What follows belongs to an exercise in optimizing a design on an open flow for small area, a short achievable clock period and few clock cycles per item; a production flow would make more cautious choices. The RTL was checked by simulation tests, not by an equivalence proof against the original design.

--- flow/run.sh ---
#!/bin/bash
# synth_recipe.tcl (not shown) runs the flow's synth.tcl, then flattens the netlist and writes it again
# the make line also repeats each setting of config.mk as NAME=value (left out here)
make -C /OpenROAD-flow-scripts/flow DESIGN_CONFIG=/design/flow/config.mk WORK_HOME=/design/flow/orfs CLKGATE_MAP_FILE= SYNTH_SCRIPT=/design/flow/synth_recipe.tcl finish
--- flow/config.mk ---
export PLATFORM = sky130hd
export DESIGN_NAME = palette_color_quantizer
export DESIGN_NICKNAME = palette_color_quantizer
export VERILOG_FILES = /design/flow/design.v
export SDC_FILE = /design/flow/constraint.sdc
export NUM_CORES = 4
export LEC_CHECK = 0
export CAP_MARGIN = 20
export CELL_PAD_IN_SITES_DETAIL_PLACEMENT = 1
export CORE_MARGIN = 2
export CORE_UTILIZATION = 45
export CTS_CLUSTER_SIZE = 30
export PLACE_DENSITY = 0.6
export SETUP_SLACK_MARGIN = 2.0
export SLEW_MARGIN = 20
--- flow/constraint.sdc ---
create_clock -name core_clock -period 5.0 [get_ports {clock}]
set_input_delay 1.0000 -clock core_clock [delete_from_list [all_inputs] [get_ports {clock}]]
set_output_delay 1.0000 -clock core_clock [all_outputs]
set_load 0.01 [all_outputs]
--- flow/design.v ---
`default_nettype none
package pcq_pkg;
   localparam int CHAN_W      = 8;
   localparam int INDEX_W     = 6;
   localparam int COUNT_W     = 7;
   localparam int MODE_W      = 2;
   localparam int DIST_W      = 18;    
   localparam int COLOR_W     = 3 * CHAN_W;
   localparam int POST_BIAS   = 42;
   localparam int POST_STEP   = 85;
   localparam logic [MODE_W-1:0] MODE_PASS      = 2'd0;
   localparam logic [MODE_W-1:0] MODE_POSTERIZE = 2'd1;
   localparam logic [MODE_W-1:0] MODE_PALETTE   = 2'd2;
   localparam logic [COUNT_W-1:0] COUNT_RESET = 7'd16;
endpackage
`default_nettype wire
`default_nettype none
import pcq_pkg::*;
module pcq_dist
(
   input  logic                 clock,
   input  logic [COLOR_W-1:0]   pixel,
   input  logic [COLOR_W-1:0]   entry,
   output logic [DIST_W-1:0]    dsq
);
   logic [8:0]  y0, y1, y2;
   logic [23:0] a_ff;      
   logic [2:0]  s_ff;      
   logic [51:0] b_ff;
   logic [DIST_W-1:0] dist_ff;
   assign y0 = {1'b0, pixel[7:0]}   - {1'b0, entry[7:0]};
   assign y1 = {1'b0, pixel[15:8]}  - {1'b0, entry[15:8]};
   assign y2 = {1'b0, pixel[23:16]} - {1'b0, entry[23:16]};
   always_ff @(posedge clock) begin
      s_ff <= {y2[8], y1[8], y0[8]};
      a_ff <= {y2[7:0], y1[7:0], y0[7:0]};
   end
   wire t_w0 = a_ff[1] & ~a_ff[0];
   wire t_w1 = a_ff[1] & a_ff[0];
   wire t_w2 = a_ff[2] & ~a_ff[1];
   wire t_w3 = a_ff[2] & a_ff[1];
   wire t_w4 = a_ff[3] & ~a_ff[2];
   wire t_w5 = a_ff[3] & a_ff[2];
   wire t_w6 = a_ff[4] & ~a_ff[3];
   wire t_w7 = a_ff[4] & a_ff[3];
   wire t_w8 = a_ff[5] & ~a_ff[4];
   wire t_w9 = a_ff[5] & a_ff[4];
   wire t_w10 = a_ff[6] & ~a_ff[5];
   wire t_w11 = a_ff[6] & a_ff[5];
   wire t_w12 = a_ff[7] & ~a_ff[6];
   wire t_w13 = a_ff[7] & a_ff[6];
   wire t_w14 = a_ff[0] & a_ff[2];
   wire t_w15 = a_ff[0] & a_ff[3];
   wire t_w16 = a_ff[0] & a_ff[4];
   wire t_w17 = a_ff[0] & a_ff[5];
   wire t_w18 = a_ff[0] & a_ff[6];
   wire t_w19 = a_ff[0] & a_ff[7];
   wire t_w20 = a_ff[1] & a_ff[3];
   wire t_w21 = a_ff[1] & a_ff[4];
   wire t_w22 = a_ff[1] & a_ff[5];
   wire t_w23 = a_ff[1] & a_ff[6];
   wire t_w24 = a_ff[1] & a_ff[7];
   wire t_w25 = a_ff[2] & a_ff[4];
   wire t_w26 = a_ff[2] & a_ff[5];
   wire t_w27 = a_ff[2] & a_ff[6];
   wire t_w28 = a_ff[2] & a_ff[7];
   wire t_w29 = a_ff[3] & a_ff[5];
   wire t_w30 = a_ff[3] & a_ff[6];
   wire t_w31 = a_ff[3] & a_ff[7];
   wire t_w32 = a_ff[4] & a_ff[6];
   wire t_w33 = a_ff[4] & a_ff[7];
   wire t_w34 = a_ff[5] & a_ff[7];
   wire t_w35 = ~(s_ff[0] & a_ff[0]);
   wire t_w36 = ~(s_ff[0] & a_ff[1]);
   wire t_w37 = ~(s_ff[0] & a_ff[2]);
   wire t_w38 = ~(s_ff[0] & a_ff[3]);
   wire t_w39 = ~(s_ff[0] & a_ff[4]);
   wire t_w40 = ~(s_ff[0] & a_ff[5]);
   wire t_w41 = ~(s_ff[0] & a_ff[6]);
   wire t_w42 = ~(s_ff[0] & a_ff[7]);
   wire t_w43 = a_ff[9] & ~a_ff[8];
   wire t_w44 = a_ff[9] & a_ff[8];
   wire t_w45 = a_ff[10] & ~a_ff[9];
   wire t_w46 = a_ff[10] & a_ff[9];
   wire t_w47 = a_ff[11] & ~a_ff[10];
   wire t_w48 = a_ff[11] & a_ff[10];
   wire t_w49 = a_ff[12] & ~a_ff[11];
   wire t_w50 = a_ff[12] & a_ff[11];
   wire t_w51 = a_ff[13] & ~a_ff[12];
   wire t_w52 = a_ff[13] & a_ff[12];
   wire t_w53 = a_ff[14] & ~a_ff[13];
   wire t_w54 = a_ff[14] & a_ff[13];
   wire t_w55 = a_ff[15] & ~a_ff[14];
   wire t_w56 = a_ff[15] & a_ff[14];
   wire t_w57 = a_ff[8] & a_ff[10];
   wire t_w58 = a_ff[8] & a_ff[11];
   wire t_w59 = a_ff[8] & a_ff[12];
   wire t_w60 = a_ff[8] & a_ff[13];
   wire t_w61 = a_ff[8] & a_ff[14];
   wire t_w62 = a_ff[8] & a_ff[15];
   wire t_w63 = a_ff[9] & a_ff[11];
   wire t_w64 = a_ff[9] & a_ff[12];
   wire t_w65 = a_ff[9] & a_ff[13];
   wire t_w66 = a_ff[9] & a_ff[14];
   wire t_w67 = a_ff[9] & a_ff[15];
   wire t_w68 = a_ff[10] & a_ff[12];
   wire t_w69 = a_ff[10] & a_ff[13];
   wire t_w70 = a_ff[10] & a_ff[14];
   wire t_w71 = a_ff[10] & a_ff[15];
   wire t_w72 = a_ff[11] & a_ff[13];
   wire t_w73 = a_ff[11] & a_ff[14];
   wire t_w74 = a_ff[11] & a_ff[15];
   wire t_w75 = a_ff[12] & a_ff[14];
   wire t_w76 = a_ff[12] & a_ff[15];
   wire t_w77 = a_ff[13] & a_ff[15];
   wire t_w78 = ~(s_ff[1] & a_ff[8]);
   wire t_w79 = ~(s_ff[1] & a_ff[9]);
   wire t_w80 = ~(s_ff[1] & a_ff[10]);
   wire t_w81 = ~(s_ff[1] & a_ff[11]);
   wire t_w82 = ~(s_ff[1] & a_ff[12]);
   wire t_w83 = ~(s_ff[1] & a_ff[13]);
   wire t_w84 = ~(s_ff[1] & a_ff[14]);
   wire t_w85 = ~(s_ff[1] & a_ff[15]);
   wire t_w86 = a_ff[17] & ~a_ff[16];
   wire t_w87 = a_ff[17] & a_ff[16];
   wire t_w88 = a_ff[18] & ~a_ff[17];
   wire t_w89 = a_ff[18] & a_ff[17];
   wire t_w90 = a_ff[19] & ~a_ff[18];
   wire t_w91 = a_ff[19] & a_ff[18];
   wire t_w92 = a_ff[20] & ~a_ff[19];
   wire t_w93 = a_ff[20] & a_ff[19];
   wire t_w94 = a_ff[21] & ~a_ff[20];
   wire t_w95 = a_ff[21] & a_ff[20];
   wire t_w96 = a_ff[22] & ~a_ff[21];
   wire t_w97 = a_ff[22] & a_ff[21];
   wire t_w98 = a_ff[23] & ~a_ff[22];
   wire t_w99 = a_ff[23] & a_ff[22];
   wire t_w100 = a_ff[16] & a_ff[18];
   wire t_w101 = a_ff[16] & a_ff[19];
   wire t_w102 = a_ff[16] & a_ff[20];
   wire t_w103 = a_ff[16] & a_ff[21];
   wire t_w104 = a_ff[16] & a_ff[22];
   wire t_w105 = a_ff[16] & a_ff[23];
   wire t_w106 = a_ff[17] & a_ff[19];
   wire t_w107 = a_ff[17] & a_ff[20];
   wire t_w108 = a_ff[17] & a_ff[21];
   wire t_w109 = a_ff[17] & a_ff[22];
   wire t_w110 = a_ff[17] & a_ff[23];
   wire t_w111 = a_ff[18] & a_ff[20];
   wire t_w112 = a_ff[18] & a_ff[21];
   wire t_w113 = a_ff[18] & a_ff[22];
   wire t_w114 = a_ff[18] & a_ff[23];
   wire t_w115 = a_ff[19] & a_ff[21];
   wire t_w116 = a_ff[19] & a_ff[22];
   wire t_w117 = a_ff[19] & a_ff[23];
   wire t_w118 = a_ff[20] & a_ff[22];
   wire t_w119 = a_ff[20] & a_ff[23];
   wire t_w120 = a_ff[21] & a_ff[23];
   wire t_w121 = ~(s_ff[2] & a_ff[16]);
   wire t_w122 = ~(s_ff[2] & a_ff[17]);
   wire t_w123 = ~(s_ff[2] & a_ff[18]);
   wire t_w124 = ~(s_ff[2] & a_ff[19]);
   wire t_w125 = ~(s_ff[2] & a_ff[20]);
   wire t_w126 = ~(s_ff[2] & a_ff[21]);
   wire t_w127 = ~(s_ff[2] & a_ff[22]);
   wire t_w128 = ~(s_ff[2] & a_ff[23]);
   wire t_w129 = t_w7 ^ t_w24 ^ t_w27;
   wire t_w130 = (t_w7 & t_w24) | (t_w7 & t_w27) | (t_w24 & t_w27);
   wire t_w131 = t_w29 ^ t_w35;
   wire t_w132 = t_w29 & t_w35;
   wire t_w133 = t_w8 ^ t_w28 ^ t_w30;
   wire t_w134 = (t_w8 & t_w28) | (t_w8 & t_w30) | (t_w28 & t_w30);
   wire t_w135 = t_w5 ^ t_w18 ^ t_w22;
   wire t_w136 = (t_w5 & t_w18) | (t_w5 & t_w22) | (t_w18 & t_w22);
   wire t_w137 = t_w25 ^ t_w48;
   wire t_w138 = t_w25 & t_w48;
   wire t_w139 = t_w6 ^ t_w19 ^ t_w23;
   wire t_w140 = (t_w6 & t_w19) | (t_w6 & t_w23) | (t_w19 & t_w23);
   wire t_w141 = t_w26 ^ t_w49 ^ t_w62;
   wire t_w142 = (t_w26 & t_w49) | (t_w26 & t_w62) | (t_w49 & t_w62);
   wire t_w143 = t_w66 ^ t_w69;
   wire t_w144 = t_w66 & t_w69;
   wire t_w145 = t_w129 ^ t_w131 ^ t_w50;
   wire t_w146 = (t_w129 & t_w131) | (t_w129 & t_w50) | (t_w131 & t_w50);
   wire t_w147 = t_w67 ^ t_w70 ^ t_w72;
   wire t_w148 = (t_w67 & t_w70) | (t_w67 & t_w72) | (t_w70 & t_w72);
   wire t_w149 = t_w78 ^ t_w93 ^ t_w110;
   wire t_w150 = (t_w78 & t_w93) | (t_w78 & t_w110) | (t_w93 & t_w110);
   wire t_w151 = t_w113 ^ t_w115;
   wire t_w152 = t_w113 & t_w115;
   wire t_w153 = t_w130 ^ t_w132 ^ t_w133;
   wire t_w154 = (t_w130 & t_w132) | (t_w130 & t_w133) | (t_w132 & t_w133);
   wire t_w155 = t_w36 ^ t_w51 ^ t_w71;
   wire t_w156 = (t_w36 & t_w51) | (t_w36 & t_w71) | (t_w51 & t_w71);
   wire t_w157 = t_w73 ^ t_w79 ^ t_w94;
   wire t_w158 = (t_w73 & t_w79) | (t_w73 & t_w94) | (t_w79 & t_w94);
   wire t_w159 = t_w114 ^ t_w116 ^ t_w122;
   wire t_w160 = (t_w114 & t_w116) | (t_w114 & t_w122) | (t_w116 & t_w122);
   wire t_w161 = t_w134 ^ t_w9 ^ t_w31;
   wire t_w162 = (t_w134 & t_w9) | (t_w134 & t_w31) | (t_w9 & t_w31);
   wire t_w163 = t_w32 ^ t_w37 ^ t_w52;
   wire t_w164 = (t_w32 & t_w37) | (t_w32 & t_w52) | (t_w37 & t_w52);
   wire t_w165 = t_w74 ^ t_w75 ^ t_w80;
   wire t_w166 = (t_w74 & t_w75) | (t_w74 & t_w80) | (t_w75 & t_w80);
   wire t_w167 = t_w95 ^ t_w117 ^ t_w118;
   wire t_w168 = (t_w95 & t_w117) | (t_w95 & t_w118) | (t_w117 & t_w118);
   wire t_w169 = t_w10 ^ t_w33 ^ t_w38;
   wire t_w170 = (t_w10 & t_w33) | (t_w10 & t_w38) | (t_w33 & t_w38);
   wire t_w171 = t_w53 ^ t_w76 ^ t_w81;
   wire t_w172 = (t_w53 & t_w76) | (t_w53 & t_w81) | (t_w76 & t_w81);
   wire t_w173 = t_w11 ^ t_w34 ^ t_w39;
   wire t_w174 = (t_w11 & t_w34) | (t_w11 & t_w39) | (t_w34 & t_w39);
   wire t_w175 = t_w3 ^ t_w16 ^ t_w20;
   wire t_w176 = (t_w3 & t_w16) | (t_w3 & t_w20) | (t_w16 & t_w20);
   wire t_w177 = t_w46 ^ t_w59;
   wire t_w178 = t_w46 & t_w59;
   wire t_w179 = t_w4 ^ t_w17 ^ t_w21;
   wire t_w180 = (t_w4 & t_w17) | (t_w4 & t_w21) | (t_w17 & t_w21);
   wire t_w181 = t_w47 ^ t_w60 ^ t_w64;
   wire t_w182 = (t_w47 & t_w60) | (t_w47 & t_w64) | (t_w60 & t_w64);
   wire t_w183 = t_w90 ^ t_w103;
   wire t_w184 = t_w90 & t_w103;
   wire t_w185 = t_w135 ^ t_w137 ^ t_w61;
   wire t_w186 = (t_w135 & t_w137) | (t_w135 & t_w61) | (t_w137 & t_w61);
   wire t_w187 = t_w65 ^ t_w68 ^ t_w91;
   wire t_w188 = (t_w65 & t_w68) | (t_w65 & t_w91) | (t_w68 & t_w91);
   wire t_w189 = t_w104 ^ t_w108 ^ t_w111;
   wire t_w190 = (t_w104 & t_w108) | (t_w104 & t_w111) | (t_w108 & t_w111);
   wire t_w191 = t_w136 ^ t_w138 ^ t_w139;
   wire t_w192 = (t_w136 & t_w138) | (t_w136 & t_w139) | (t_w138 & t_w139);
   wire t_w193 = t_w141 ^ t_w143 ^ t_w92;
   wire t_w194 = (t_w141 & t_w143) | (t_w141 & t_w92) | (t_w143 & t_w92);
   wire t_w195 = t_w105 ^ t_w109 ^ t_w112;
   wire t_w196 = (t_w105 & t_w109) | (t_w105 & t_w112) | (t_w109 & t_w112);
   wire t_w197 = t_w140 ^ t_w142 ^ t_w144;
   wire t_w198 = (t_w140 & t_w142) | (t_w140 & t_w144) | (t_w142 & t_w144);
   wire t_w199 = t_w145 ^ t_w147 ^ t_w149;
   wire t_w200 = (t_w145 & t_w147) | (t_w145 & t_w149) | (t_w147 & t_w149);
   wire t_w201 = t_w151 ^ t_w121 ^ 1'b1;
   wire t_w202 = (t_w151 & t_w121) | (t_w151 & 1'b1) | (t_w121 & 1'b1);
   wire t_w203 = t_w146 ^ t_w148 ^ t_w150;
   wire t_w204 = (t_w146 & t_w148) | (t_w146 & t_w150) | (t_w148 & t_w150);
   wire t_w205 = t_w152 ^ t_w153 ^ t_w155;
   wire t_w206 = (t_w152 & t_w153) | (t_w152 & t_w155) | (t_w153 & t_w155);
   wire t_w207 = t_w157 ^ t_w159 ^ 1'b1;
   wire t_w208 = (t_w157 & t_w159) | (t_w157 & 1'b1) | (t_w159 & 1'b1);
   wire t_w209 = t_w154 ^ t_w156 ^ t_w158;
   wire t_w210 = (t_w154 & t_w156) | (t_w154 & t_w158) | (t_w156 & t_w158);
   wire t_w211 = t_w160 ^ t_w161 ^ t_w163;
   wire t_w212 = (t_w160 & t_w161) | (t_w160 & t_w163) | (t_w161 & t_w163);
   wire t_w213 = t_w165 ^ t_w167 ^ t_w123;
   wire t_w214 = (t_w165 & t_w167) | (t_w165 & t_w123) | (t_w167 & t_w123);
   wire t_w215 = t_w162 ^ t_w164 ^ t_w166;
   wire t_w216 = (t_w162 & t_w164) | (t_w162 & t_w166) | (t_w164 & t_w166);
   wire t_w217 = t_w168 ^ t_w169 ^ t_w171;
   wire t_w218 = (t_w168 & t_w169) | (t_w168 & t_w171) | (t_w169 & t_w171);
   wire t_w219 = t_w96 ^ t_w119 ^ t_w124;
   wire t_w220 = (t_w96 & t_w119) | (t_w96 & t_w124) | (t_w119 & t_w124);
   wire t_w221 = t_w170 ^ t_w172 ^ t_w173;
   wire t_w222 = (t_w170 & t_w172) | (t_w170 & t_w173) | (t_w172 & t_w173);
   wire t_w223 = t_w54 ^ t_w77 ^ t_w82;
   wire t_w224 = (t_w54 & t_w77) | (t_w54 & t_w82) | (t_w77 & t_w82);
   wire t_w225 = t_w97 ^ t_w120 ^ t_w125;
   wire t_w226 = (t_w97 & t_w120) | (t_w97 & t_w125) | (t_w120 & t_w125);
   wire t_w227 = t_w174 ^ t_w12 ^ t_w40;
   wire t_w228 = (t_w174 & t_w12) | (t_w174 & t_w40) | (t_w12 & t_w40);
   wire t_w229 = t_w55 ^ t_w83 ^ t_w98;
   wire t_w230 = (t_w55 & t_w83) | (t_w55 & t_w98) | (t_w83 & t_w98);
   wire t_w231 = t_w13 ^ t_w41 ^ t_w56;
   wire t_w232 = (t_w13 & t_w41) | (t_w13 & t_w56) | (t_w41 & t_w56);
   wire t_w233 = t_w42 ^ s_ff[0];
   wire t_w234 = t_w42 & s_ff[0];
   wire t_w235 = t_w1 ^ t_w14 ^ t_w44;
   wire t_w236 = (t_w1 & t_w14) | (t_w1 & t_w44) | (t_w14 & t_w44);
   wire t_w237 = t_w2 ^ t_w15 ^ t_w45;
   wire t_w238 = (t_w2 & t_w15) | (t_w2 & t_w45) | (t_w15 & t_w45);
   wire t_w239 = t_w58 ^ t_w88;
   wire t_w240 = t_w58 & t_w88;
   wire t_w241 = t_w175 ^ t_w177 ^ t_w63;
   wire t_w242 = (t_w175 & t_w177) | (t_w175 & t_w63) | (t_w177 & t_w63);
   wire t_w243 = t_w89 ^ t_w102 ^ t_w106;
   wire t_w244 = (t_w89 & t_w102) | (t_w89 & t_w106) | (t_w102 & t_w106);
   wire t_w245 = t_w176 ^ t_w178 ^ t_w179;
   wire t_w246 = (t_w176 & t_w178) | (t_w176 & t_w179) | (t_w178 & t_w179);
   wire t_w247 = t_w181 ^ t_w183 ^ t_w107;
   wire t_w248 = (t_w181 & t_w183) | (t_w181 & t_w107) | (t_w183 & t_w107);
   wire t_w249 = t_w180 ^ t_w182 ^ t_w184;
   wire t_w250 = (t_w180 & t_w182) | (t_w180 & t_w184) | (t_w182 & t_w184);
   wire t_w251 = t_w185 ^ t_w187 ^ t_w189;
   wire t_w252 = (t_w185 & t_w187) | (t_w185 & t_w189) | (t_w187 & t_w189);
   wire t_w253 = t_w186 ^ t_w188 ^ t_w190;
   wire t_w254 = (t_w186 & t_w188) | (t_w186 & t_w190) | (t_w188 & t_w190);
   wire t_w255 = t_w191 ^ t_w193 ^ t_w195;
   wire t_w256 = (t_w191 & t_w193) | (t_w191 & t_w195) | (t_w193 & t_w195);
   wire t_w257 = t_w192 ^ t_w194 ^ t_w196;
   wire t_w258 = (t_w192 & t_w194) | (t_w192 & t_w196) | (t_w194 & t_w196);
   wire t_w259 = t_w197 ^ t_w199 ^ t_w201;
   wire t_w260 = (t_w197 & t_w199) | (t_w197 & t_w201) | (t_w199 & t_w201);
   wire t_w261 = t_w198 ^ t_w200 ^ t_w202;
   wire t_w262 = (t_w198 & t_w200) | (t_w198 & t_w202) | (t_w200 & t_w202);
   wire t_w263 = t_w203 ^ t_w205 ^ t_w207;
   wire t_w264 = (t_w203 & t_w205) | (t_w203 & t_w207) | (t_w205 & t_w207);
   wire t_w265 = t_w204 ^ t_w206 ^ t_w208;
   wire t_w266 = (t_w204 & t_w206) | (t_w204 & t_w208) | (t_w206 & t_w208);
   wire t_w267 = t_w209 ^ t_w211 ^ t_w213;
   wire t_w268 = (t_w209 & t_w211) | (t_w209 & t_w213) | (t_w211 & t_w213);
   wire t_w269 = t_w210 ^ t_w212 ^ t_w214;
   wire t_w270 = (t_w210 & t_w212) | (t_w210 & t_w214) | (t_w212 & t_w214);
   wire t_w271 = t_w215 ^ t_w217 ^ t_w219;
   wire t_w272 = (t_w215 & t_w217) | (t_w215 & t_w219) | (t_w217 & t_w219);
   wire t_w273 = t_w216 ^ t_w218 ^ t_w220;
   wire t_w274 = (t_w216 & t_w218) | (t_w216 & t_w220) | (t_w218 & t_w220);
   wire t_w275 = t_w221 ^ t_w223 ^ t_w225;
   wire t_w276 = (t_w221 & t_w223) | (t_w221 & t_w225) | (t_w223 & t_w225);
   wire t_w277 = t_w222 ^ t_w224 ^ t_w226;
   wire t_w278 = (t_w222 & t_w224) | (t_w222 & t_w226) | (t_w224 & t_w226);
   wire t_w279 = t_w227 ^ t_w229 ^ t_w126;
   wire t_w280 = (t_w227 & t_w229) | (t_w227 & t_w126) | (t_w229 & t_w126);
   wire t_w281 = t_w228 ^ t_w230 ^ t_w231;
   wire t_w282 = (t_w228 & t_w230) | (t_w228 & t_w231) | (t_w230 & t_w231);
   wire t_w283 = t_w84 ^ t_w99 ^ t_w127;
   wire t_w284 = (t_w84 & t_w99) | (t_w84 & t_w127) | (t_w99 & t_w127);
   wire t_w285 = t_w232 ^ t_w233 ^ t_w85;
   wire t_w286 = (t_w232 & t_w233) | (t_w232 & t_w85) | (t_w233 & t_w85);
   wire t_w287 = s_ff[1] ^ t_w128 ^ s_ff[2];
   wire t_w288 = (s_ff[1] & t_w128) | (s_ff[1] & s_ff[2]) | (t_w128 & s_ff[2]);
   wire t_w289 = t_w235 ^ t_w57;
   wire t_w290 = t_w235 & t_w57;
   wire t_w291 = t_w236 ^ t_w237 ^ t_w239;
   wire t_w292 = (t_w236 & t_w237) | (t_w236 & t_w239) | (t_w237 & t_w239);
   wire t_w293 = t_w238 ^ t_w240 ^ t_w241;
   wire t_w294 = (t_w238 & t_w240) | (t_w238 & t_w241) | (t_w240 & t_w241);
   wire t_w295 = t_w242 ^ t_w244 ^ t_w245;
   wire t_w296 = (t_w242 & t_w244) | (t_w242 & t_w245) | (t_w244 & t_w245);
   wire t_w297 = t_w246 ^ t_w248 ^ t_w249;
   wire t_w298 = (t_w246 & t_w248) | (t_w246 & t_w249) | (t_w248 & t_w249);
   wire t_w299 = t_w250 ^ t_w252 ^ t_w253;
   wire t_w300 = (t_w250 & t_w252) | (t_w250 & t_w253) | (t_w252 & t_w253);
   wire t_w301 = t_w254 ^ t_w256 ^ t_w257;
   wire t_w302 = (t_w254 & t_w256) | (t_w254 & t_w257) | (t_w256 & t_w257);
   wire t_w303 = t_w258 ^ t_w260 ^ t_w261;
   wire t_w304 = (t_w258 & t_w260) | (t_w258 & t_w261) | (t_w260 & t_w261);
   wire t_w305 = t_w262 ^ t_w264 ^ t_w265;
   wire t_w306 = (t_w262 & t_w264) | (t_w262 & t_w265) | (t_w264 & t_w265);
   wire t_w307 = t_w266 ^ t_w268 ^ t_w269;
   wire t_w308 = (t_w266 & t_w268) | (t_w266 & t_w269) | (t_w268 & t_w269);
   wire t_w309 = t_w270 ^ t_w272 ^ t_w273;
   wire t_w310 = (t_w270 & t_w272) | (t_w270 & t_w273) | (t_w272 & t_w273);
   wire t_w311 = t_w274 ^ t_w276 ^ t_w277;
   wire t_w312 = (t_w274 & t_w276) | (t_w274 & t_w277) | (t_w276 & t_w277);
   wire t_w313 = t_w278 ^ t_w280 ^ t_w281;
   wire t_w314 = (t_w278 & t_w280) | (t_w278 & t_w281) | (t_w280 & t_w281);
   wire t_w315 = t_w282 ^ t_w284 ^ t_w285;
   wire t_w316 = (t_w282 & t_w284) | (t_w282 & t_w285) | (t_w284 & t_w285);
   wire t_w317 = t_w286 ^ t_w288 ^ t_w234;
   wire t_w318 = (t_w286 & t_w288) | (t_w286 & t_w234) | (t_w288 & t_w234);
   always_ff @(posedge clock) begin
      b_ff <= {t_w318, 1'b1, t_w317, t_w316, t_w287, t_w315, t_w314, t_w283, t_w313, t_w312, t_w279, t_w311, t_w310, t_w275, t_w309, t_w308, t_w271, t_w307, t_w306, t_w267, t_w305, t_w304, t_w263, t_w303, t_w302, t_w259, t_w301, t_w300, t_w255, t_w299, t_w298, t_w251, t_w297, t_w296, t_w247, t_w295, t_w294, t_w243, t_w293, t_w292, t_w101, t_w291, t_w290, t_w100, t_w87, t_w289, t_w86, t_w43, t_w0, a_ff[16], a_ff[8], a_ff[0]};
   end
   wire u_w0 = b_ff[0] ^ b_ff[1];
   wire u_w1 = b_ff[0] & b_ff[1];
   wire u_w2 = b_ff[3] ^ b_ff[4];
   wire u_w3 = b_ff[3] & b_ff[4];
   wire u_w4 = b_ff[6] ^ b_ff[7] ^ b_ff[8];
   wire u_w5 = (b_ff[6] & b_ff[7]) | (b_ff[6] & b_ff[8]) | (b_ff[7] & b_ff[8]);
   wire u_w6 = b_ff[9] ^ b_ff[10] ^ b_ff[11];
   wire u_w7 = (b_ff[9] & b_ff[10]) | (b_ff[9] & b_ff[11]) | (b_ff[10] & b_ff[11]);
   wire u_w8 = b_ff[12] ^ b_ff[13] ^ b_ff[14];
   wire u_w9 = (b_ff[12] & b_ff[13]) | (b_ff[12] & b_ff[14]) | (b_ff[13] & b_ff[14]);
   wire u_w10 = b_ff[15] ^ b_ff[16] ^ b_ff[17];
   wire u_w11 = (b_ff[15] & b_ff[16]) | (b_ff[15] & b_ff[17]) | (b_ff[16] & b_ff[17]);
   wire u_w12 = b_ff[18] ^ b_ff[19] ^ b_ff[20];
   wire u_w13 = (b_ff[18] & b_ff[19]) | (b_ff[18] & b_ff[20]) | (b_ff[19] & b_ff[20]);
   wire u_w14 = b_ff[21] ^ b_ff[22] ^ b_ff[23];
   wire u_w15 = (b_ff[21] & b_ff[22]) | (b_ff[21] & b_ff[23]) | (b_ff[22] & b_ff[23]);
   wire u_w16 = b_ff[24] ^ b_ff[25] ^ b_ff[26];
   wire u_w17 = (b_ff[24] & b_ff[25]) | (b_ff[24] & b_ff[26]) | (b_ff[25] & b_ff[26]);
   wire u_w18 = b_ff[27] ^ b_ff[28] ^ b_ff[29];
   wire u_w19 = (b_ff[27] & b_ff[28]) | (b_ff[27] & b_ff[29]) | (b_ff[28] & b_ff[29]);
   wire u_w20 = b_ff[30] ^ b_ff[31] ^ b_ff[32];
   wire u_w21 = (b_ff[30] & b_ff[31]) | (b_ff[30] & b_ff[32]) | (b_ff[31] & b_ff[32]);
   wire u_w22 = b_ff[33] ^ b_ff[34] ^ b_ff[35];
   wire u_w23 = (b_ff[33] & b_ff[34]) | (b_ff[33] & b_ff[35]) | (b_ff[34] & b_ff[35]);
   wire u_w24 = b_ff[36] ^ b_ff[37] ^ b_ff[38];
   wire u_w25 = (b_ff[36] & b_ff[37]) | (b_ff[36] & b_ff[38]) | (b_ff[37] & b_ff[38]);
   wire u_w26 = b_ff[39] ^ b_ff[40] ^ b_ff[41];
   wire u_w27 = (b_ff[39] & b_ff[40]) | (b_ff[39] & b_ff[41]) | (b_ff[40] & b_ff[41]);
   wire u_w28 = b_ff[42] ^ b_ff[43] ^ b_ff[44];
   wire u_w29 = (b_ff[42] & b_ff[43]) | (b_ff[42] & b_ff[44]) | (b_ff[43] & b_ff[44]);
   wire u_w30 = b_ff[45] ^ b_ff[46] ^ b_ff[47];
   wire u_w31 = (b_ff[45] & b_ff[46]) | (b_ff[45] & b_ff[47]) | (b_ff[46] & b_ff[47]);
   wire u_w32 = b_ff[48] ^ b_ff[49] ^ b_ff[50];
   wire u_w33 = (b_ff[48] & b_ff[49]) | (b_ff[48] & b_ff[50]) | (b_ff[49] & b_ff[50]);
   always_ff @(posedge clock) begin
      dist_ff <= {u_w31, u_w29, u_w27, u_w25, u_w23, u_w21, u_w19, u_w17, u_w15, u_w13, u_w11, u_w9, u_w7, u_w5, u_w3, u_w2, u_w1, u_w0} +
                 {u_w32, u_w30, u_w28, u_w26, u_w24, u_w22, u_w20, u_w18, u_w16, u_w14, u_w12, u_w10, u_w8, u_w6, u_w4, b_ff[5], 1'b0, b_ff[2]};
   end
   assign dsq = dist_ff;
endmodule
`default_nettype wire
`default_nettype none
import pcq_pkg::*;
module palette_color_quantizer
#(
   parameter int PALETTE_DEPTH = 64
) (
   input  wire         clock,
   input  wire         reset,
   input  wire         req_valid,
   output logic        req_stall,
   input  wire  [30:0] req_data,
   output logic        rsp_valid,
   input  wire         rsp_stall,
   output logic [29:0] rsp_data,
   input  wire         csr_valid,
   output logic        csr_ready,
   input  wire  [0:0]  csr_index,
   input  wire  [6:0]  csr_wdata
);
   localparam int P    = 16;       
   localparam int F    = 8;        
   logic [MODE_W-1:0]   color_mode_ff;
   logic [COUNT_W-1:0]  palette_count_ff;
   logic [6:0]          search_n;         
   logic [1:0]            last_row;         
   logic                pal_mode;
   logic [30:0]         rq_ff;
   logic                rq_v_ff;
   logic                stall_ff;
   logic [1:0]            row_ff;
   logic [COLOR_W-1:0]  rq_color;
   logic                rq_write;
   logic                cap;
   logic                issue;
   logic                issue_last;
   logic                wr_now;
   logic                rq_v_in;
   logic [1:0]            row_in;
   logic                rq_write_in;
   logic [3:0]            cnt_ff, cnt_in;
   logic                stall_in;
   logic [COLOR_W-1:0]  palette_mem [0:63];
   logic [COLOR_W-1:0]  ent [0:P-1];
   logic [DIST_W-1:0]   dist_c [0:P-1];
   logic             ka_v, ka_first, ka_last;
   logic [1:0]       ka_row;
   logic [4:0]       ka_lim;
   logic             kb_v, kb_first, kb_last;
   logic [1:0]       kb_row;
   logic [4:0]       kb_lim;
   logic             kc_v, kc_first, kc_last;
   logic [1:0]       kc_row;
   logic [4:0]       kc_lim;
   logic             kt2_v, kt2_first, kt2_last;
   logic [1:0]       kt2_row;
   logic [4:0]       kt2_lim;
   logic             ke_v, ke_first, ke_last;
   logic [1:0]       ke_row;
   logic [4:0]       ke_lim;
   logic [DIST_W-1:0] n1_0_d;
   logic [1:0] n1_0_i;
   logic [3:0] n1_0_v, n1_0_s;
   logic n1_0_c01;
   logic n1_0_c02;
   logic n1_0_c03;
   logic n1_0_c12;
   logic n1_0_c13;
   logic n1_0_c23;
   logic [DIST_W-1:0] n1_1_d;
   logic [1:0] n1_1_i;
   logic [3:0] n1_1_v, n1_1_s;
   logic n1_1_c01;
   logic n1_1_c02;
   logic n1_1_c03;
   logic n1_1_c12;
   logic n1_1_c13;
   logic n1_1_c23;
   logic [DIST_W-1:0] n1_2_d;
   logic [1:0] n1_2_i;
   logic [3:0] n1_2_v, n1_2_s;
   logic n1_2_c01;
   logic n1_2_c02;
   logic n1_2_c03;
   logic n1_2_c12;
   logic n1_2_c13;
   logic n1_2_c23;
   logic [DIST_W-1:0] n1_3_d;
   logic [1:0] n1_3_i;
   logic [3:0] n1_3_v, n1_3_s;
   logic n1_3_c01;
   logic n1_3_c02;
   logic n1_3_c03;
   logic n1_3_c12;
   logic n1_3_c13;
   logic n1_3_c23;
   logic [DIST_W-1:0] rt2_0_d;
   logic [1:0] rt2_0_i;
   logic [DIST_W-1:0] rt2_1_d;
   logic [1:0] rt2_1_i;
   logic [DIST_W-1:0] rt2_2_d;
   logic [1:0] rt2_2_i;
   logic [DIST_W-1:0] rt2_3_d;
   logic [1:0] rt2_3_i;
   logic [DIST_W-1:0] n2_0_d;
   logic [3:0] n2_0_i;
   logic [3:0] n2_0_v, n2_0_s;
   logic n2_0_c01;
   logic n2_0_c02;
   logic n2_0_c03;
   logic n2_0_c12;
   logic n2_0_c13;
   logic n2_0_c23;
   logic [DIST_W-1:0] re_0_d;
   logic [3:0] re_0_i;
   logic [DIST_W-1:0]   best_d_ff;
   logic [5:0]          best_i_ff;
   logic                acc_take;
   logic [DIST_W-1:0]   acc_d;
   logic [5:0]          acc_i;
   logic [5:0]          root_idx;
   logic [5:0]          fq_ff [0:F-1];
   logic [F-1:0]        fv_ff;
   logic                push;
   logic                load;
   logic                rsp_valid_ff;
   logic [29:0]         rsp_data_ff;
   logic [29:0]         rsp_data_in;
   logic [COLOR_W-1:0]  np_color_ff;
   logic [63:0]         head_oh;
   logic [COLOR_W-1:0]  head_color;
   assign rq_color = rq_ff[29:6];
   assign rq_write = rq_ff[30];
   assign pal_mode = (color_mode_ff == MODE_PALETTE);
   localparam int POST_T1 = POST_STEP - POST_BIAS;
   localparam int POST_T2 = 2 * POST_STEP - POST_BIAS;
   localparam int POST_T3 = 3 * POST_STEP - POST_BIAS;
   function automatic logic [CHAN_W-1:0] posterize(input logic [CHAN_W-1:0] c);
      logic [CHAN_W-1:0] level;
      if (32'(c) < POST_T1) begin
         level = '0;
      end else if (32'(c) < POST_T2) begin
         level = CHAN_W'(POST_STEP);
      end else if (32'(c) < POST_T3) begin
         level = CHAN_W'(2 * POST_STEP);
      end else begin
         level = CHAN_W'(3 * POST_STEP);
      end
      posterize = level;
   endfunction
   always_comb begin
      if (palette_count_ff == '0) begin
         search_n = 7'd1;
      end else if (palette_count_ff > 7'd64) begin
         search_n = 7'd64;
      end else begin
         search_n = palette_count_ff;
      end
   end
   assign last_row = 2'((search_n - 7'd1) >> 4);
   assign csr_ready = 1'b1;
   assign req_stall = stall_ff;
   assign cap        = req_valid && !stall_ff;
   assign issue      = rq_v_ff && !rq_write;
   assign issue_last = !pal_mode || (row_ff == last_row);
   assign wr_now     = rq_v_ff && rq_write && (cnt_ff == '0);
   always_comb begin
      rq_v_in     = rq_v_ff;
      row_in      = row_ff;
      rq_write_in = rq_write;
      if (cap) begin
         rq_v_in     = 1'b1;
         row_in      = '0;
         rq_write_in = req_data[30];
      end else if (issue) begin
         if (issue_last) begin
            rq_v_in = 1'b0;
         end else begin
            row_in = row_ff + 2'(1);
         end
      end else if (wr_now) begin
         rq_v_in = 1'b0;
      end
   end
   always_comb begin
      cnt_in = cnt_ff;
      if (cap && !req_data[30] && !load) begin
         cnt_in = cnt_ff + 4'(1);
      end else if (load && !(cap && !req_data[30])) begin
         cnt_in = cnt_ff - 4'(1);
      end
   end
   assign stall_in = (cnt_in >= 4'(F)) ||
                     (rq_v_in && rq_write_in && (cnt_in != '0)) ||
                     (rq_v_in && !rq_write_in && pal_mode && (row_in != last_row)) ||
                     (!pal_mode && (cnt_in != '0));
   always_ff @(posedge clock) begin
      if (!stall_ff) begin
         rq_ff <= req_data;
      end
      if (wr_now) begin
         palette_mem[rq_ff[5:0]] <= rq_color;
      end
   end
   always_ff @(posedge clock) begin
      if (reset) begin
         rq_v_ff          <= 1'b0;
         stall_ff         <= 1'b0;
         cnt_ff           <= '0;
         color_mode_ff    <= MODE_PASS;
         palette_count_ff <= COUNT_RESET;
      end else begin
         rq_v_ff  <= rq_v_in;
         stall_ff <= stall_in;
         cnt_ff   <= cnt_in;
         if (csr_valid) begin
            if (csr_index == 1'b0) begin
               color_mode_ff <= csr_wdata[MODE_W-1:0];
            end else begin
               palette_count_ff <= csr_wdata;
            end
         end
      end
      row_ff <= row_in;
   end
   always_comb begin
         ent[0] = palette_mem[{row_ff, 4'd0}];
         ent[1] = palette_mem[{row_ff, 4'd1}];
         ent[2] = palette_mem[{row_ff, 4'd2}];
         ent[3] = palette_mem[{row_ff, 4'd3}];
         ent[4] = palette_mem[{row_ff, 4'd4}];
         ent[5] = palette_mem[{row_ff, 4'd5}];
         ent[6] = palette_mem[{row_ff, 4'd6}];
         ent[7] = palette_mem[{row_ff, 4'd7}];
         ent[8] = palette_mem[{row_ff, 4'd8}];
         ent[9] = palette_mem[{row_ff, 4'd9}];
         ent[10] = palette_mem[{row_ff, 4'd10}];
         ent[11] = palette_mem[{row_ff, 4'd11}];
         ent[12] = palette_mem[{row_ff, 4'd12}];
         ent[13] = palette_mem[{row_ff, 4'd13}];
         ent[14] = palette_mem[{row_ff, 4'd14}];
         ent[15] = palette_mem[{row_ff, 4'd15}];
   end
   pcq_dist u_dist_0 (.clock(clock), .pixel(rq_color), .entry(ent[0]), .dsq(dist_c[0]));
   pcq_dist u_dist_1 (.clock(clock), .pixel(rq_color), .entry(ent[1]), .dsq(dist_c[1]));
   pcq_dist u_dist_2 (.clock(clock), .pixel(rq_color), .entry(ent[2]), .dsq(dist_c[2]));
   pcq_dist u_dist_3 (.clock(clock), .pixel(rq_color), .entry(ent[3]), .dsq(dist_c[3]));
   pcq_dist u_dist_4 (.clock(clock), .pixel(rq_color), .entry(ent[4]), .dsq(dist_c[4]));
   pcq_dist u_dist_5 (.clock(clock), .pixel(rq_color), .entry(ent[5]), .dsq(dist_c[5]));
   pcq_dist u_dist_6 (.clock(clock), .pixel(rq_color), .entry(ent[6]), .dsq(dist_c[6]));
   pcq_dist u_dist_7 (.clock(clock), .pixel(rq_color), .entry(ent[7]), .dsq(dist_c[7]));
   pcq_dist u_dist_8 (.clock(clock), .pixel(rq_color), .entry(ent[8]), .dsq(dist_c[8]));
   pcq_dist u_dist_9 (.clock(clock), .pixel(rq_color), .entry(ent[9]), .dsq(dist_c[9]));
   pcq_dist u_dist_10 (.clock(clock), .pixel(rq_color), .entry(ent[10]), .dsq(dist_c[10]));
   pcq_dist u_dist_11 (.clock(clock), .pixel(rq_color), .entry(ent[11]), .dsq(dist_c[11]));
   pcq_dist u_dist_12 (.clock(clock), .pixel(rq_color), .entry(ent[12]), .dsq(dist_c[12]));
   pcq_dist u_dist_13 (.clock(clock), .pixel(rq_color), .entry(ent[13]), .dsq(dist_c[13]));
   pcq_dist u_dist_14 (.clock(clock), .pixel(rq_color), .entry(ent[14]), .dsq(dist_c[14]));
   pcq_dist u_dist_15 (.clock(clock), .pixel(rq_color), .entry(ent[15]), .dsq(dist_c[15]));
   always_ff @(posedge clock) begin
      if (reset) begin
         ka_v <= 1'b0;
         kb_v <= 1'b0;
         kc_v <= 1'b0;
         kt2_v <= 1'b0;
         ke_v <= 1'b0;
      end else begin
         ka_v <= issue;
         kb_v <= ka_v;
         kc_v <= kb_v;
         kt2_v <= kc_v;
         ke_v <= kt2_v;
      end
      ka_first <= (row_ff == '0);
      ka_last  <= issue_last;
      ka_row   <= row_ff;
      ka_lim   <= (row_ff == last_row) ? 5'(search_n - 7'({row_ff, 4'd0})) : 5'(P);
      kb_first <= ka_first;
      kb_last  <= ka_last;
      kb_row   <= ka_row;
      kb_lim   <= ka_lim;
      kc_first <= kb_first;
      kc_last  <= kb_last;
      kc_row   <= kb_row;
      kc_lim   <= kb_lim;
      kt2_first <= kc_first;
      kt2_last  <= kc_last;
      kt2_row   <= kc_row;
      kt2_lim   <= kc_lim;
      ke_first <= kt2_first;
      ke_last  <= kt2_last;
      ke_row   <= kt2_row;
      ke_lim   <= kt2_lim;
   end
   assign n1_0_v[0] = (kc_lim > 5'd0);
   assign n1_0_v[1] = (kc_lim > 5'd1);
   assign n1_0_v[2] = (kc_lim > 5'd2);
   assign n1_0_v[3] = (kc_lim > 5'd3);
   assign n1_0_c01 = (dist_c[1] < dist_c[0]);
   assign n1_0_c02 = (dist_c[2] < dist_c[0]);
   assign n1_0_c03 = (dist_c[3] < dist_c[0]);
   assign n1_0_c12 = (dist_c[2] < dist_c[1]);
   assign n1_0_c13 = (dist_c[3] < dist_c[1]);
   assign n1_0_c23 = (dist_c[3] < dist_c[2]);
   assign n1_0_s[0] = n1_0_v[0] && (!n1_0_v[1] || !n1_0_c01) && (!n1_0_v[2] || !n1_0_c02) && (!n1_0_v[3] || !n1_0_c03);
   assign n1_0_s[1] = n1_0_v[1] && n1_0_c01 && (!n1_0_v[2] || !n1_0_c12) && (!n1_0_v[3] || !n1_0_c13);
   assign n1_0_s[2] = n1_0_v[2] && n1_0_c02 && n1_0_c12 && (!n1_0_v[3] || !n1_0_c23);
   assign n1_0_s[3] = n1_0_v[3] && n1_0_c03 && n1_0_c13 && n1_0_c23;
   assign n1_0_d = ({DIST_W{n1_0_s[0]}} & dist_c[0]) | ({DIST_W{n1_0_s[1]}} & dist_c[1]) | ({DIST_W{n1_0_s[2]}} & dist_c[2]) | ({DIST_W{n1_0_s[3]}} & dist_c[3]);
   assign n1_0_i = {n1_0_s[3] | n1_0_s[2], n1_0_s[3] | n1_0_s[1]};
   assign n1_1_v[0] = (kc_lim > 5'd4);
   assign n1_1_v[1] = (kc_lim > 5'd5);
   assign n1_1_v[2] = (kc_lim > 5'd6);
   assign n1_1_v[3] = (kc_lim > 5'd7);
   assign n1_1_c01 = (dist_c[5] < dist_c[4]);
   assign n1_1_c02 = (dist_c[6] < dist_c[4]);
   assign n1_1_c03 = (dist_c[7] < dist_c[4]);
   assign n1_1_c12 = (dist_c[6] < dist_c[5]);
   assign n1_1_c13 = (dist_c[7] < dist_c[5]);
   assign n1_1_c23 = (dist_c[7] < dist_c[6]);
   assign n1_1_s[0] = n1_1_v[0] && (!n1_1_v[1] || !n1_1_c01) && (!n1_1_v[2] || !n1_1_c02) && (!n1_1_v[3] || !n1_1_c03);
   assign n1_1_s[1] = n1_1_v[1] && n1_1_c01 && (!n1_1_v[2] || !n1_1_c12) && (!n1_1_v[3] || !n1_1_c13);
   assign n1_1_s[2] = n1_1_v[2] && n1_1_c02 && n1_1_c12 && (!n1_1_v[3] || !n1_1_c23);
   assign n1_1_s[3] = n1_1_v[3] && n1_1_c03 && n1_1_c13 && n1_1_c23;
   assign n1_1_d = ({DIST_W{n1_1_s[0]}} & dist_c[4]) | ({DIST_W{n1_1_s[1]}} & dist_c[5]) | ({DIST_W{n1_1_s[2]}} & dist_c[6]) | ({DIST_W{n1_1_s[3]}} & dist_c[7]);
   assign n1_1_i = {n1_1_s[3] | n1_1_s[2], n1_1_s[3] | n1_1_s[1]};
   assign n1_2_v[0] = (kc_lim > 5'd8);
   assign n1_2_v[1] = (kc_lim > 5'd9);
   assign n1_2_v[2] = (kc_lim > 5'd10);
   assign n1_2_v[3] = (kc_lim > 5'd11);
   assign n1_2_c01 = (dist_c[9] < dist_c[8]);
   assign n1_2_c02 = (dist_c[10] < dist_c[8]);
   assign n1_2_c03 = (dist_c[11] < dist_c[8]);
   assign n1_2_c12 = (dist_c[10] < dist_c[9]);
   assign n1_2_c13 = (dist_c[11] < dist_c[9]);
   assign n1_2_c23 = (dist_c[11] < dist_c[10]);
   assign n1_2_s[0] = n1_2_v[0] && (!n1_2_v[1] || !n1_2_c01) && (!n1_2_v[2] || !n1_2_c02) && (!n1_2_v[3] || !n1_2_c03);
   assign n1_2_s[1] = n1_2_v[1] && n1_2_c01 && (!n1_2_v[2] || !n1_2_c12) && (!n1_2_v[3] || !n1_2_c13);
   assign n1_2_s[2] = n1_2_v[2] && n1_2_c02 && n1_2_c12 && (!n1_2_v[3] || !n1_2_c23);
   assign n1_2_s[3] = n1_2_v[3] && n1_2_c03 && n1_2_c13 && n1_2_c23;
   assign n1_2_d = ({DIST_W{n1_2_s[0]}} & dist_c[8]) | ({DIST_W{n1_2_s[1]}} & dist_c[9]) | ({DIST_W{n1_2_s[2]}} & dist_c[10]) | ({DIST_W{n1_2_s[3]}} & dist_c[11]);
   assign n1_2_i = {n1_2_s[3] | n1_2_s[2], n1_2_s[3] | n1_2_s[1]};
   assign n1_3_v[0] = (kc_lim > 5'd12);
   assign n1_3_v[1] = (kc_lim > 5'd13);
   assign n1_3_v[2] = (kc_lim > 5'd14);
   assign n1_3_v[3] = (kc_lim > 5'd15);
   assign n1_3_c01 = (dist_c[13] < dist_c[12]);
   assign n1_3_c02 = (dist_c[14] < dist_c[12]);
   assign n1_3_c03 = (dist_c[15] < dist_c[12]);
   assign n1_3_c12 = (dist_c[14] < dist_c[13]);
   assign n1_3_c13 = (dist_c[15] < dist_c[13]);
   assign n1_3_c23 = (dist_c[15] < dist_c[14]);
   assign n1_3_s[0] = n1_3_v[0] && (!n1_3_v[1] || !n1_3_c01) && (!n1_3_v[2] || !n1_3_c02) && (!n1_3_v[3] || !n1_3_c03);
   assign n1_3_s[1] = n1_3_v[1] && n1_3_c01 && (!n1_3_v[2] || !n1_3_c12) && (!n1_3_v[3] || !n1_3_c13);
   assign n1_3_s[2] = n1_3_v[2] && n1_3_c02 && n1_3_c12 && (!n1_3_v[3] || !n1_3_c23);
   assign n1_3_s[3] = n1_3_v[3] && n1_3_c03 && n1_3_c13 && n1_3_c23;
   assign n1_3_d = ({DIST_W{n1_3_s[0]}} & dist_c[12]) | ({DIST_W{n1_3_s[1]}} & dist_c[13]) | ({DIST_W{n1_3_s[2]}} & dist_c[14]) | ({DIST_W{n1_3_s[3]}} & dist_c[15]);
   assign n1_3_i = {n1_3_s[3] | n1_3_s[2], n1_3_s[3] | n1_3_s[1]};
   assign n2_0_v[0] = (kt2_lim > 5'd0);
   assign n2_0_v[1] = (kt2_lim > 5'd4);
   assign n2_0_v[2] = (kt2_lim > 5'd8);
   assign n2_0_v[3] = (kt2_lim > 5'd12);
   assign n2_0_c01 = (rt2_1_d < rt2_0_d);
   assign n2_0_c02 = (rt2_2_d < rt2_0_d);
   assign n2_0_c03 = (rt2_3_d < rt2_0_d);
   assign n2_0_c12 = (rt2_2_d < rt2_1_d);
   assign n2_0_c13 = (rt2_3_d < rt2_1_d);
   assign n2_0_c23 = (rt2_3_d < rt2_2_d);
   assign n2_0_s[0] = n2_0_v[0] && (!n2_0_v[1] || !n2_0_c01) && (!n2_0_v[2] || !n2_0_c02) && (!n2_0_v[3] || !n2_0_c03);
   assign n2_0_s[1] = n2_0_v[1] && n2_0_c01 && (!n2_0_v[2] || !n2_0_c12) && (!n2_0_v[3] || !n2_0_c13);
   assign n2_0_s[2] = n2_0_v[2] && n2_0_c02 && n2_0_c12 && (!n2_0_v[3] || !n2_0_c23);
   assign n2_0_s[3] = n2_0_v[3] && n2_0_c03 && n2_0_c13 && n2_0_c23;
   assign n2_0_d = ({DIST_W{n2_0_s[0]}} & rt2_0_d) | ({DIST_W{n2_0_s[1]}} & rt2_1_d) | ({DIST_W{n2_0_s[2]}} & rt2_2_d) | ({DIST_W{n2_0_s[3]}} & rt2_3_d);
   assign n2_0_i = {{n2_0_s[3] | n2_0_s[2], n2_0_s[3] | n2_0_s[1]}, ({2{n2_0_s[0]}} & rt2_0_i) | ({2{n2_0_s[1]}} & rt2_1_i) | ({2{n2_0_s[2]}} & rt2_2_i) | ({2{n2_0_s[3]}} & rt2_3_i)};
   always_ff @(posedge clock) begin
      rt2_0_d <= n1_0_d;
      rt2_0_i <= n1_0_i;
      rt2_1_d <= n1_1_d;
      rt2_1_i <= n1_1_i;
      rt2_2_d <= n1_2_d;
      rt2_2_i <= n1_2_i;
      rt2_3_d <= n1_3_d;
      rt2_3_i <= n1_3_i;
      re_0_d <= n2_0_d;
      re_0_i <= n2_0_i;
   end
   assign root_idx = {ke_row, re_0_i};
   assign acc_take = ke_first || (re_0_d < best_d_ff);
   assign acc_d    = acc_take ? re_0_d : best_d_ff;
   assign acc_i    = acc_take ? root_idx : best_i_ff;
   always_ff @(posedge clock) begin
      best_d_ff <= acc_d;
      best_i_ff <= acc_i;
   end
   assign push = ke_v && ke_last;
   assign load = fv_ff[0] && (!rsp_valid_ff || !rsp_stall);
   always_ff @(posedge clock) begin
      if (reset) begin
         fv_ff <= '0;
      end else if (load && !push) begin
         fv_ff <= {1'b0, fv_ff[F-1:1]};
      end else if (push && !load) begin
         fv_ff <= {fv_ff[F-2:0], 1'b1};
      end
   end
   always_ff @(posedge clock) begin
      if (load) begin
         if (push && fv_ff[0] && !fv_ff[1]) fq_ff[0] <= acc_i;
         else fq_ff[0] <= fq_ff[1];
      end else if (push && !fv_ff[0]) begin
         fq_ff[0] <= acc_i;
      end
      if (load) begin
         if (push && fv_ff[1] && !fv_ff[2]) fq_ff[1] <= acc_i;
         else fq_ff[1] <= fq_ff[2];
      end else if (push && !fv_ff[1] && fv_ff[0]) begin
         fq_ff[1] <= acc_i;
      end
      if (load) begin
         if (push && fv_ff[2] && !fv_ff[3]) fq_ff[2] <= acc_i;
         else fq_ff[2] <= fq_ff[3];
      end else if (push && !fv_ff[2] && fv_ff[1]) begin
         fq_ff[2] <= acc_i;
      end
      if (load) begin
         if (push && fv_ff[3] && !fv_ff[4]) fq_ff[3] <= acc_i;
         else fq_ff[3] <= fq_ff[4];
      end else if (push && !fv_ff[3] && fv_ff[2]) begin
         fq_ff[3] <= acc_i;
      end
      if (load) begin
         if (push && fv_ff[4] && !fv_ff[5]) fq_ff[4] <= acc_i;
         else fq_ff[4] <= fq_ff[5];
      end else if (push && !fv_ff[4] && fv_ff[3]) begin
         fq_ff[4] <= acc_i;
      end
      if (load) begin
         if (push && fv_ff[5] && !fv_ff[6]) fq_ff[5] <= acc_i;
         else fq_ff[5] <= fq_ff[6];
      end else if (push && !fv_ff[5] && fv_ff[4]) begin
         fq_ff[5] <= acc_i;
      end
      if (load) begin
         if (push && fv_ff[6] && !fv_ff[7]) fq_ff[6] <= acc_i;
         else fq_ff[6] <= fq_ff[7];
      end else if (push && !fv_ff[6] && fv_ff[5]) begin
         fq_ff[6] <= acc_i;
      end
      if (load) begin
         if (push && fv_ff[7]) fq_ff[7] <= acc_i;
         else fq_ff[7] <= fq_ff[7];
      end else if (push && !fv_ff[7] && fv_ff[6]) begin
         fq_ff[7] <= acc_i;
      end
   end
   always_ff @(posedge clock) begin
      if (color_mode_ff == MODE_POSTERIZE) begin
         np_color_ff <= {posterize(rq_color[23:16]), posterize(rq_color[15:8]),
                         posterize(rq_color[7:0])};
      end else begin
         np_color_ff <= rq_color;
      end
   end
   assign head_oh = 64'd1 << fq_ff[0];
   always_comb begin
      head_color = '0;
      for (int j = 0; j < 64; j++) begin
         head_color = head_color | ({COLOR_W{head_oh[j]}} & palette_mem[j]);
      end
   end
   always_comb begin
      if (pal_mode) begin
         rsp_data_in = {head_color, fq_ff[0]};
      end else begin
         rsp_data_in = {np_color_ff, 6'd0};
      end
   end
   always_ff @(posedge clock) begin
      if (reset) begin
         rsp_valid_ff <= 1'b0;
      end else if (!rsp_valid_ff || !rsp_stall) begin
         rsp_valid_ff <= fv_ff[0];
      end
      if (load) begin
         rsp_data_ff <= rsp_data_in;
      end
   end
   assign rsp_valid = rsp_valid_ff;
   assign rsp_data  = rsp_data_ff;
endmodule
`default_nettype wire
==> run notes <==
kinds of logic (layout without fill, tap and decap cells):
family,Yosys count,after routing
AOI/OAI and AO/OA,2417,2420
and+or+nand+nor,3824,3828
DFF,3386,3386
xor gates and xnor gates,610,610
other,1,137
adders and majority gates,2997,2997
buffers and inverters,2272,3948
muxes,446,446
cells in the final DEF, fill, tap and decap left out, types with 384 or more instances in the layout:
cell / count
edfxtp_1: 1663
and2_1: 1071
a22oi_1: 488
dfxtp_1: 1417
fa_1: 1391
ha_1: 1187
buf_4: 922
clkbuf_16: 394
mux4_2: 384
nand2_1: 876
inv_1: 1502
through the flow:
| stage | cell area (µm²) | cells | setup slack [ns] |
|---|---|---|---|
| floorplan | 194900 | 15953 | 1.408 |
| global placement | 204300 | 21505 | 0.7162 |
| detailed placement | 204400 | 21507 | 1.197 |
| CTS | 230800 | 23027 | 1.698 |
| global route | 238800 | 23384 | 1.224 |
| finish | 239100 | 23482 | 1.167 |
layout make-up:
cell class | instances | area [µm²]
Antenna cell | 136 | 340.3
Clock buffer | 485 | 10590
Clock inverter | 226 | 2813
Fill cell | 42420 | 191200
Inverter | 1721 | 6641
Multi-Input combinational cell | 10302 | 110700
Sequential cell | 3386 | 85170
Tap cell | 5710 | 7144
Timing Repair Buffer | 1516 | 15700
worst max-delay path, cell delays in order, from the launching register on:
cell        delay [ns]
dfxtp_4           0.36
buf_12            0.14
buf_12            0.13
buf_16            0.14
buf_16            0.15
buf_4             0.13
buf_4             0.12
mux4_2            0.69
clkinvlp_4        0.52
ha_4              0.38
o21ai_1           0.10
nand2b_1          0.13
a21oi_2           0.18
nor2b_2           0.08
o21ai_1           0.14
nand2b_1          0.07
a21oi_1           0.16
state kept, by name, indices dropped and copies added (netlist names), 30 cells and up:
register,cells
fq_ff,48
palette_mem,1536
rq_ff,31
rsp_data_ff,30
u_dist_0.b_ff,50
u_dist_1.b_ff,50
u_dist_10.b_ff,50
u_dist_11.b_ff,50
u_dist_12.b_ff,50
u_dist_13.b_ff,50
u_dist_14.b_ff,50
u_dist_15.b_ff,50
u_dist_2.b_ff,50
u_dist_3.b_ff,50
u_dist_4.b_ff,50
u_dist_5.b_ff,50
u_dist_6.b_ff,50
u_dist_7.b_ff,50
u_dist_8.b_ff,50
u_dist_9.b_ff,50
timing repair:
item,in CTS,in global routing
cloned,27,4
endpoints found under the setup margin,1968,1853
setup buffers,782,313
pin swaps,622,780
gates resized for setup,1511,1244
cells in the mapped netlist, drive strengths merged, types with 19 or more instances:
library cell  count
o211ai           43
a211o            25
a31oi            41
o21a             54
mux2             48
a21o            314
inv            1721
mux4            384
nand3           176
nor2b           366
nand2           960
edfxtp         1663
and3             27
xnor2           403
a22o            112
a31o             19
a211oi           29
or3              23
xor2            207
o21ai           289
nor2            449
a21oi           536
ha             1397
nand4           201
o21bai           69
o2111ai          34
a41oi            21
nor3             96
dfxtp          1723
nand2b          365
fa             1600
nor4             27
a221oi          139
clkbuf          455
buf              96
a22oi           496
and2           1073
a222oi           62
layer usage:
layer | track usage | part of all wire
met5 | 0.04865 | 0.0021
met4 | 0.3071 | 0.11
met3 | 0.1734 | 0.14
met2 | 0.5731 | 0.41
met1 | 0.4744 | 0.34
worst max-delay path by stage:
| stage | slack (ns) | to | start |
|---|---|---|---|
| global route | 1.22 | u_dist_11.s_ff[1] | row_ff[0] |
| CTS | 1.70 | u_dist_11.a_ff[15] | row_ff[0] |
| floorplan | 1.41 | u_dist_9.s_ff[0] | rq_ff[7] |
| detailed placement | 1.20 | re_0_d[8] | rt2_3_d[1] |
| finish | 1.17 | u_dist_11.s_ff[1] | row_ff[0] |
| global placement | 0.72 | rt2_1_d[15] | u_dist_4.dist_ff[1] |
==> out/metrics.cfg <==
[status]
outcome=complete, no violations

[setup_path]
critPathCaptureType=register
critPathKind=register to register
worstReg2RegStart=row_ff[0]
start_kind=register
rrSetupSlack_ns=1.17
required_ns=5.94
r2r_end=u_dist_11.s_ff[1]
critPathArrivalTime_ns=4.77
cp_max_fo=8
r2r_cells=16

[floorplanning]
core_um2=430300
die-width_um=661.0
dieArea_um2=436900
die_y_um=661.0
ios=77
initial_core_util=0.4514
std_cell_rows=241

[cts]
clk_latency_ns=1.13
hold_buffers=0
h-tree-depth=5
clockBufferDepth=4
cts_tree=built
cts-root-buf=clkbuf_16
cts_inserted_buffers=381
clk_pin_slew_ns=0.07
clock_sinks=3386

[logic_synthesis]
synth_edf_count=1663
avgSynthCellArea_um2=12.17
muxShareOfSynthArea=0.04810
syn-cell-area_um2=194200
ys_seq_area_frac=0.4347
synth_compound_area_frac=0.08686
yosys.area_share.simple=0.1039
async_flop_share=0
synth-xor-area-share=0.02751
synthTopCellsByArea=edfxtp_1 26%, dfxtp_1 18%, fa_1 16%
syn_nets=18994
synth_warnings=7
synth_top_area_share=0.2571
synth-adder-area-share=0.2549
synth_cell_types=87
ys.flop_type=dfxtp_1
synthCells=15953
synth_top_cell_by_area=edfxtp_1
synth_top_family_by_area=adder cells
ys_ff_latch=3386

[global_route]
overflow=0
grt_pass1_vias=153932
track_usage=0.4022
grt_max_degree=84
antenna_found_initial=129
grt_pass1_wl_um=1215000

[hold_path]
hold_class=register to register
hold_end=ke_row[1]
min_path_cells=0
min_from=kt2_row[1]

[sta]
finalMaxSlewViolations=0
tightest_slew_ns=1.363
rsz0062_at_grt=yes
max-slew-margin-rel=0.09142
min_period_ns=3.833
setup-violations-final=0
skew_ns=0.1295
finalHoldViolCount=0
finalCritPeriodShare=0.7665
setup_total_negative_slack_ns=0
timing.fmax_ghz=0.2609
worst_hold_slack_ns=0.3179

[placement]
port_buffers=75
dp.final_hpwl_um=623500
gp_congestion=1.085

[detailed_routing]
wire_per_inst_um=39.47
vias=152560
drt_wl_total_um=926800
drc=0
dr.pass1.iters=12
viasPerCell=6.497
ant_nets=0
drt_iter0_drc=22677

[finish]
fin_nets=20349
post-route-util=0.5556
drive_gt1_frac=0.2558
layout-area-overhead-vs-synth_pct=23.10

[flow_run]
max_cap_viol_count=0

Testbench counts, summed over its fixed seeds: cycles 11,168, pixels 4,096.

## afterwards: timing with drivers on the ports
The results above use ideal ports. As a check the final layout listed here was re-extracted and re-timed, cells and wires unchanged. Step 1: set_driving_cell puts a clkbuf_16 on clock and a buf_2 on each other input, an assumption about the parent block. Step 2, shift: input delay + t, output delay - t, t = (earliest + latest rising clock arrival at the registers) / 2. This alone moves slack from input paths to output paths. Three values: ideal ports, drivers, drivers and shift; two values: the first two.
shift t [ns]: 1.196
setup slack, ns: 1.167 / 1.167 / 1.167
worst setup path after step 2: register to register
worst data-port slew with drivers (ns): 0.05
After both steps setup and hold are still met in this run. The setup slack of this run moves by 0.000 ns with the drivers and by 0.000 ns with both steps.
